From an optimization exercise on the open Yosys and OpenROAD flow, aimed at small area, a short achievable clock period and few clock cycles per item; shortcuts taken in it are not production practice. In this exercise RTL edits were held to simulation tests only and were not proved equivalent to the original. Power and IR drop assume default switching activity.

==> raven: inputs <==
==> flow/design.v <==
package swm_pkg;
  localparam int SAMPLE_WIDTH    = 32;
  localparam int WS_WIDTH        = 7;
  localparam int CFG_DATA_WIDTH  = 32;
  localparam int CFG_ADDR_WIDTH  = 3;
  localparam logic REG_WINDOW_SIZE = 1'b0;
  localparam logic [WS_WIDTH-1:0] WINDOW_SIZE_RESET = 7'd1;
  typedef struct packed {
    logic signed [SAMPLE_WIDTH-1:0] sample;
    logic                           ends_stream;
  } in_item_t;
  typedef struct packed {
    logic signed [SAMPLE_WIDTH-1:0] window_max;
    logic                           is_last_window;
  } out_item_t;
endpackage
module swm_front (
  input  logic                             clk,
  input  logic                             rst_n,
  input  logic                             in_valid,
  output logic                             in_ready,
  input  swm_pkg::in_item_t                in_data,
  input  logic [swm_pkg::WS_WIDTH-1:0]     window_size,
  input  logic                             consume,
  input  logic                             consume_nxt,
  output logic                             a_valid,
  output swm_pkg::in_item_t                a_item,
  output logic [swm_pkg::WS_WIDTH-1:0]     a_ws,
  output logic [swm_pkg::SAMPLE_WIDTH-1:0] a_sample_n
);
  logic a_valid_r;
  logic a_valid_nxt;
  logic in_ready_r;
  assign a_valid_nxt = (in_valid && in_ready_r) || (a_valid_r && !consume);
  always_ff @(posedge clk) begin
    if (!rst_n) begin
      a_valid_r  <= 1'b0;
      in_ready_r <= 1'b1;
    end else begin
      a_valid_r  <= a_valid_nxt;
      in_ready_r <= !a_valid_nxt || consume_nxt;
    end
  end
  always_ff @(posedge clk) begin
    if (in_ready_r) begin
      a_item     <= in_data;
      a_ws       <= window_size;
      a_sample_n <= ~in_data.sample;
    end
  end
  assign in_ready = in_ready_r;
  assign a_valid  = a_valid_r;
endmodule
module swm_fifo #(
  parameter int DEPTH = 4
) (
  input  logic                       clk,
  input  logic                       rst_n,
  input  logic                       push,
  input  swm_pkg::out_item_t         push_item,
  output logic [DEPTH-1:0]           held_nxt,
  output logic                       out_valid,
  input  logic                       out_ready,
  output swm_pkg::out_item_t         out_data
);
  localparam int IW = swm_pkg::SAMPLE_WIDTH + 1;
  logic [DEPTH-1:0]          v_r;       
  logic [DEPTH-1:0]          v_nxt;
  logic [DEPTH-1:0][IW-1:0]  e_r;
  logic                      pop;
  assign pop = v_r[0] && out_ready;
  always_comb begin
    case ({pop, push})
      2'b10:   v_nxt = {1'b0, v_r[DEPTH-1:1]};
      2'b01:   v_nxt = {v_r[DEPTH-2:0], 1'b1};
      default: v_nxt = v_r;
    endcase
  end
  always_ff @(posedge clk) begin
    if (!rst_n) begin
      v_r <= '0;
    end else begin
      v_r <= v_nxt;
    end
  end
  always_ff @(posedge clk) begin
    for (int i = 0; i < DEPTH - 1; i++) begin
      if (!v_r[i] || pop) begin
        e_r[i] <= (pop && v_r[i+1]) ? e_r[i+1] : push_item;
      end
    end
    if (!v_r[DEPTH-1] || pop) begin
      e_r[DEPTH-1] <= push_item;
    end
  end
  assign held_nxt  = v_nxt;
  assign out_valid = v_r[0];
  assign out_data  = e_r[0];
endmodule
module swm_engine #(
  parameter int WINDOW_MAX = 64
) (
  input  logic                                 clk,
  input  logic                                 rst_n,
  input  logic [swm_pkg::SAMPLE_WIDTH-1:0]     next_sample,
  input  logic [swm_pkg::SAMPLE_WIDTH-1:0]     next_sample_n,
  input  logic [swm_pkg::WS_WIDTH-1:0]         next_ws,
  input  logic                                 step,
  input  logic [swm_pkg::SAMPLE_WIDTH-1:0]     sample,
  input  logic                                 last,
  input  logic [swm_pkg::WS_WIDTH-1:0]         ws,
  output logic [$clog2(WINDOW_MAX)-1:0]        turn_nxt,
  output logic                                 first_nxt,
  output logic                                 has_result,
  output logic [swm_pkg::SAMPLE_WIDTH-1:0]     window_max
);
  localparam int N  = WINDOW_MAX;
  localparam int PW = $clog2(WINDOW_MAX);
  localparam int SW = swm_pkg::SAMPLE_WIDTH;
  logic [SW-1:0] val_r [N];
  logic [N-1:0]  alive_r;
  logic [N-1:0]  front_r;
  logic [N-1:0]  larger_r;    
  logic [N-1:0]  mask_r;      
  logic [PW-1:0] turn_r;      
  logic          first_r;
  logic          filled_r;
  logic [PW-1:0] pos_r;
  logic [SW-1:0] head_nxt;    
  logic [N-1:0]  larger;
  logic [N-1:0]  mask;
  assign head_nxt = step ? sample : val_r[N-1];
  swm_gt u_gt_head (
    .a (head_nxt),
    .b (next_sample),
    .y (larger[0])
  );
  for (genvar d = 1; d < N - 1; d++) begin : g_cmp
    swm_gt u_gt (
      .a (val_r[d-1]),
      .b ((d < N / 2) ? next_sample : ~next_sample_n),
      .y (larger[d])
    );
  end
  assign larger[N-1] = 1'b0;
  always_comb begin
    mask[0] = 1'b1;
    for (int d = 1; d < N; d++) begin
      mask[d] = (next_ws > swm_pkg::WS_WIDTH'(d));
    end
  end
  always_ff @(posedge clk) begin
    larger_r <= larger;
    mask_r   <= mask;
  end
  logic [N-1:0]  stay;
  logic [N-1:0]  keep;
  logic [N-1:0]  front;
  localparam int G  = 8;
  localparam int NG = N / G;
  logic [NG-1:0] group_any;
  logic [NG-1:0] above_group;
  logic [N-1:0]  above_in_group;
  always_comb begin
    for (int g = 0; g < NG; g++) begin
      group_any[g] = |stay[g*G +: G];
    end
    for (int g = 0; g < NG; g++) begin
      above_group[g] = 1'b0;
      for (int h = g + 1; h < NG; h++) begin
        above_group[g] = above_group[g] | group_any[h];
      end
    end
    for (int d = 0; d < N; d++) begin
      above_in_group[d] = 1'b0;
      for (int e = d + 1; e < (d / G + 1) * G; e++) begin
        above_in_group[d] = above_in_group[d] | stay[e];
      end
    end
  end
  logic [PW-1:0] pos_eff;
  logic [swm_pkg::WS_WIDTH-1:0] win;
  always_comb begin
    stay[0] = 1'b0;
    for (int d = 1; d < N; d++) begin
      stay[d] = alive_r[d-1] && mask_r[d] && !first_r;
    end
    keep[0] = 1'b1;
    for (int d = 1; d < N; d++) begin
      keep[d] = stay[d] && larger_r[d-1];
    end
    for (int d = 0; d < N; d++) begin
      front[d] = stay[d] && !above_in_group[d] && !above_group[d / G];
    end
  end
  always_comb begin
    if (ws == '0) begin
      win = swm_pkg::WS_WIDTH'(1);
    end else if (ws > swm_pkg::WS_WIDTH'(WINDOW_MAX)) begin
      win = swm_pkg::WS_WIDTH'(WINDOW_MAX);
    end else begin
      win = ws;
    end
    pos_eff    = first_r ? '0 : pos_r;
    has_result = (filled_r && !first_r) ||
                 ({1'b0, pos_eff} + swm_pkg::WS_WIDTH'(1) >= win);
  end
  assign turn_nxt  = step ? '0 : turn_r + PW'(1);
  assign first_nxt = step ? last : first_r;
  always_ff @(posedge clk) begin
    if (!rst_n) begin
      first_r <= 1'b1;
      turn_r  <= '0;
    end else begin
      first_r <= first_nxt;
      turn_r  <= turn_nxt;
    end
  end
  always_ff @(posedge clk) begin
    front_r <= front;
    if (step) begin
      alive_r  <= keep;
      filled_r <= has_result;
      pos_r    <= (pos_eff == '1) ? pos_eff : pos_eff + PW'(1);
    end
  end
  always_ff @(posedge clk) begin
    val_r[0] <= head_nxt;
    for (int d = 1; d < N; d++) begin
      val_r[d] <= val_r[d-1];
    end
  end
  logic          survive;
  logic [SW-1:0] front_val;
  always_comb begin
    survive = |(front_r & alive_r);
    for (int b = 0; b < SW; b++) begin
      logic [N-1:0] col;
      for (int d = 0; d < N; d++) begin
        col[d] = front_r[d] && val_r[d][b];
      end
      front_val[b] = |col;
    end
    window_max = survive ? front_val : val_r[0];
  end
endmodule
module swm_gt (
  input  logic [swm_pkg::SAMPLE_WIDTH-1:0] a,
  input  logic [swm_pkg::SAMPLE_WIDTH-1:0] b,
  output logic                             y
);
  localparam int W = swm_pkg::SAMPLE_WIDTH;
  localparam int L = $clog2(W);
  logic [W-1:0] g [L+1];
  logic [W-1:0] p [L+1];
  logic [W-1:0] x;
  logic [W-1:0] z;
  assign x    = {~a[W-1], a[W-2:0]};
  assign z    = {b[W-1], ~b[W-2:0]};
  assign g[0] = x & z;
  assign p[0] = x | z;
  for (genvar k = 1; k <= L; k++) begin : g_lvl
    for (genvar i = 0; i < (W >> k); i++) begin : g_node
      assign g[k][i] = g[k-1][2*i+1] | (p[k-1][2*i+1] & g[k-1][2*i]);
      assign p[k][i] = p[k-1][2*i+1] & p[k-1][2*i];
    end
    assign g[k][W-1:(W >> k)] = '0;
    assign p[k][W-1:(W >> k)] = '0;
  end
  assign y = g[L][0];
endmodule
module sliding_window_maximum #(
  parameter int WINDOW_MAX = 64
) (
  input  logic                                 clk,
  input  logic                                 rst_n,
  input  logic                                 in_valid,
  output logic                                 in_ready,
  input  swm_pkg::in_item_t                    in_data,
  output logic                                 out_valid,
  input  logic                                 out_ready,
  output swm_pkg::out_item_t                   out_data,
  input  logic                                 psel,
  input  logic                                 penable,
  input  logic                                 pwrite,
  input  logic [swm_pkg::CFG_ADDR_WIDTH-1:0]   paddr,
  input  logic [swm_pkg::CFG_DATA_WIDTH-1:0]   pwdata,
  output logic [swm_pkg::CFG_DATA_WIDTH-1:0]   prdata,
  output logic                                 pready
);
  localparam int DEPTH = 4;
  localparam int PW    = $clog2(WINDOW_MAX);
  logic [swm_pkg::WS_WIDTH-1:0] window_size_r;
  logic                cfg_wr;
  logic                reg_sel;
  assign reg_sel = (paddr[swm_pkg::CFG_ADDR_WIDTH-1] == swm_pkg::REG_WINDOW_SIZE);
  assign cfg_wr  = psel && penable && pwrite && reg_sel;
  assign pready  = 1'b1;
  assign prdata  = reg_sel ? {{(swm_pkg::CFG_DATA_WIDTH-swm_pkg::WS_WIDTH){1'b0}}, window_size_r} : '0;
  always_ff @(posedge clk) begin
    if (!rst_n) begin
      window_size_r <= swm_pkg::WINDOW_SIZE_RESET;
    end else if (cfg_wr) begin
      window_size_r <= pwdata[swm_pkg::WS_WIDTH-1:0];
    end
  end
  logic                         a_valid;
  swm_pkg::in_item_t            a_item;
  logic [swm_pkg::WS_WIDTH-1:0] a_ws;
  logic [swm_pkg::SAMPLE_WIDTH-1:0] a_sample_n;
  logic                         move;
  logic                         move_nxt_ok;
  logic                         r1_valid_r;
  swm_pkg::in_item_t            r1_item_r;
  logic [swm_pkg::WS_WIDTH-1:0] r1_ws_r;
  logic [PW-1:0]                turn_nxt;
  logic                         first_nxt;
  logic                         aligned_nxt;
  logic                         aligned_nxt2;
  logic                         b_has;
  logic                         push_nxt;
  logic                         r2_push_r;
  logic                         r2_last_r;
  logic [DEPTH-1:0]             held_nxt;
  swm_pkg::out_item_t           result;
  assign aligned_nxt  = (turn_nxt == '0) || first_nxt;
  assign aligned_nxt2 = move || (turn_nxt == '1) || first_nxt;
  assign push_nxt = r1_valid_r && b_has;
  assign move = a_valid && aligned_nxt && !held_nxt[DEPTH-1] &&
                !(held_nxt[DEPTH-2] && r1_valid_r);
  assign move_nxt_ok = aligned_nxt2 && !held_nxt[DEPTH-1] &&
                !(held_nxt[DEPTH-2] && (r1_valid_r || move)) &&
                !(held_nxt[DEPTH-3] && r1_valid_r && move);
  swm_front u_front (
    .clk         (clk),
    .rst_n       (rst_n),
    .in_valid    (in_valid),
    .in_ready    (in_ready),
    .in_data     (in_data),
    .window_size (window_size_r),
    .consume     (move),
    .consume_nxt (move_nxt_ok),
    .a_valid     (a_valid),
    .a_item      (a_item),
    .a_ws        (a_ws),
    .a_sample_n  (a_sample_n)
  );
  always_ff @(posedge clk) begin
    if (!rst_n) begin
      r1_valid_r <= 1'b0;
      r2_push_r  <= 1'b0;
    end else begin
      r1_valid_r <= move;
      r2_push_r  <= push_nxt;
    end
  end
  always_ff @(posedge clk) begin
    r1_item_r <= a_item;
    r1_ws_r   <= a_ws;
    r2_last_r <= r1_item_r.ends_stream;
  end
  swm_engine #(
    .WINDOW_MAX (WINDOW_MAX)
  ) u_engine (
    .clk         (clk),
    .rst_n       (rst_n),
    .next_sample (a_item.sample),
    .next_sample_n (a_sample_n),
    .next_ws     (a_ws),
    .step        (r1_valid_r),
    .sample      (r1_item_r.sample),
    .last        (r1_item_r.ends_stream),
    .ws          (r1_ws_r),
    .turn_nxt    (turn_nxt),
    .first_nxt   (first_nxt),
    .has_result  (b_has),
    .window_max  (result.window_max)
  );
  assign result.is_last_window = r2_last_r;
  swm_fifo #(
    .DEPTH (DEPTH)
  ) u_fifo (
    .clk       (clk),
    .rst_n     (rst_n),
    .push      (r2_push_r),
    .push_item (result),
    .held_nxt  (held_nxt),
    .out_valid (out_valid),
    .out_ready (out_ready),
    .out_data  (out_data)
  );
endmodule
==> flow/run.sh <==
#!/bin/bash
# synth_recipe.tcl (not shown) runs the flow's synth.tcl, then flattens the netlist and writes it again
# the make line also repeats each setting of config.mk as NAME=value (left out here)
make -C /OpenROAD-flow-scripts/flow DESIGN_CONFIG=/design/flow/config.mk WORK_HOME=/design/flow/orfs CLKGATE_MAP_FILE= SYNTH_SCRIPT=/design/flow/synth_recipe.tcl finish
==> flow/config.mk <==
export PLATFORM = sky130hd
export DESIGN_NAME = sliding_window_maximum
export DESIGN_NICKNAME = sliding_window_maximum
export VERILOG_FILES = /design/flow/design.v
export SDC_FILE = /design/flow/constraint.sdc
export NUM_CORES = 4
export LEC_CHECK = 0
export CAP_MARGIN = 20
export CORE_MARGIN = 2
export CORE_UTILIZATION = 33
export CTS_CLUSTER_DIAMETER = 70
export CTS_CLUSTER_SIZE = 24
export PLACE_DENSITY = 0.38
export SETUP_SLACK_MARGIN = 3.3
export SLEW_MARGIN = 20
==> flow/constraint.sdc <==
create_clock -name core_clock -period 6.0 [get_ports {clk}]
set_input_delay 1.2000 -clock core_clock [delete_from_list [all_inputs] [get_ports {clk}]]
set_output_delay 1.2000 -clock core_clock [all_outputs]
set_load 0.01 [all_outputs]
==> fjord: changes against raven <==
- CORE_UTILIZATION: 33 -> 30
- PLACE_DENSITY: 0.38 -> 0.35
- SETUP_SLACK_MARGIN: 3.3 -> 3.1
==> cedar: changes against raven <==
- CORE_UTILIZATION: 33 -> 36
- PLACE_DENSITY: 0.38 -> 0.42
- SETUP_SLACK_MARGIN: 3.3 -> 3.1
==> qor summary <==
Result of the run: fjord complete, no violations; raven complete, no violations; cedar complete, no violations
Comb. pwr: fjord 5630 uW; raven 5430 uW; cedar 5570 uW
Hold Path Sink: fjord u_engine.val_r[63][31]; raven u_engine.val_r[63][5]; cedar r1_item_r[0]
Worst stage delay on the critical path: fjord 0.83 ns; raven 0.71 ns; cedar 0.83 ns
Headroom to the max-slew limit: fjord 0.0662; raven 0.0870; cedar 0.0742
Clock network power share: fjord 0.378; raven 0.372; cedar 0.356
First-pass GRT wire length: fjord 978,000 um; raven 949,000 um; cedar 918,000 um
Vias: fjord 100,306; raven 101,510; cedar 101,907
Relative contribution of sequential cells to total power: fjord 0.484; raven 0.491; cedar 0.502
Global routing usage on met2: fjord 0.619; raven 0.624; cedar 0.665
Met2 wirelength from detailed routing: fjord 312,000 um; raven 289,000 um; cedar 278,000 um
Levels on crit path: fjord 9; raven 8; cedar 10
Total met3 wirelength after detailed routing: fjord 92,200 um; raven 96,900 um; cedar 104,000 um
Met3 track demand over resource in global routing: fjord 0.156; raven 0.171; cedar 0.220
Multi-input combinational cell count: fjord 6,452; raven 6,450; cedar 6,452
Summed area of non-filler cells in the final layout: fjord 0.125 mm2; raven 0.125 mm2; cedar 0.123 mm2
Total track usage: fjord 0.441; raven 0.469; cedar 0.495
Time the worst path needs with I/O delays and setup: fjord 3.86 ns; raven 3.68 ns; cedar 3.76 ns
Cell Rows: fjord 212; raven 202; cedar 193
Worst setup slack after placement: fjord 1.44 ns; raven 1.42 ns; cedar 1.34 ns
Fraction of area in multi-input gates: fjord 0.381; raven 0.383; cedar 0.386
Testbench counts of raven, summed over its fixed seeds: cycles 14,843, items 14,619.
Testbench counts of fjord, summed over its fixed seeds: cycles 14,843, items 14,619.
Testbench counts of cedar, summed over its fixed seeds: cycles 14,843, items 14,619.

-- port drivers added, routing unchanged --
No port has a modelled driver above. Below, the same layouts with a new extraction and two added sets of constraints. Step 1 assumes that a clkbuf_16 drives the clock port and a buf_2 every other input. Step 2 also shifts input and output timing later by t, the mid clock arrival at the registers, as if the neighbouring blocks saw the same clock. Three values: ideal, step 1, step 2; two values: the first two.
run | t, ns | setup slack, ns | slew at the worst register clock pin (ns) | pins driven straight from the clock port
raven | 1.046 | 2.320 / 2.320 / 2.320 | 0.10 / 0.10 | 1
fjord | 1.086 | 2.144 / 2.144 / 2.144 | 0.11 / 0.11 | 1
cedar | 1.038 | 2.235 / 2.235 / 2.235 | 0.11 / 0.11 | 1
After both steps every run listed still meets setup and hold.
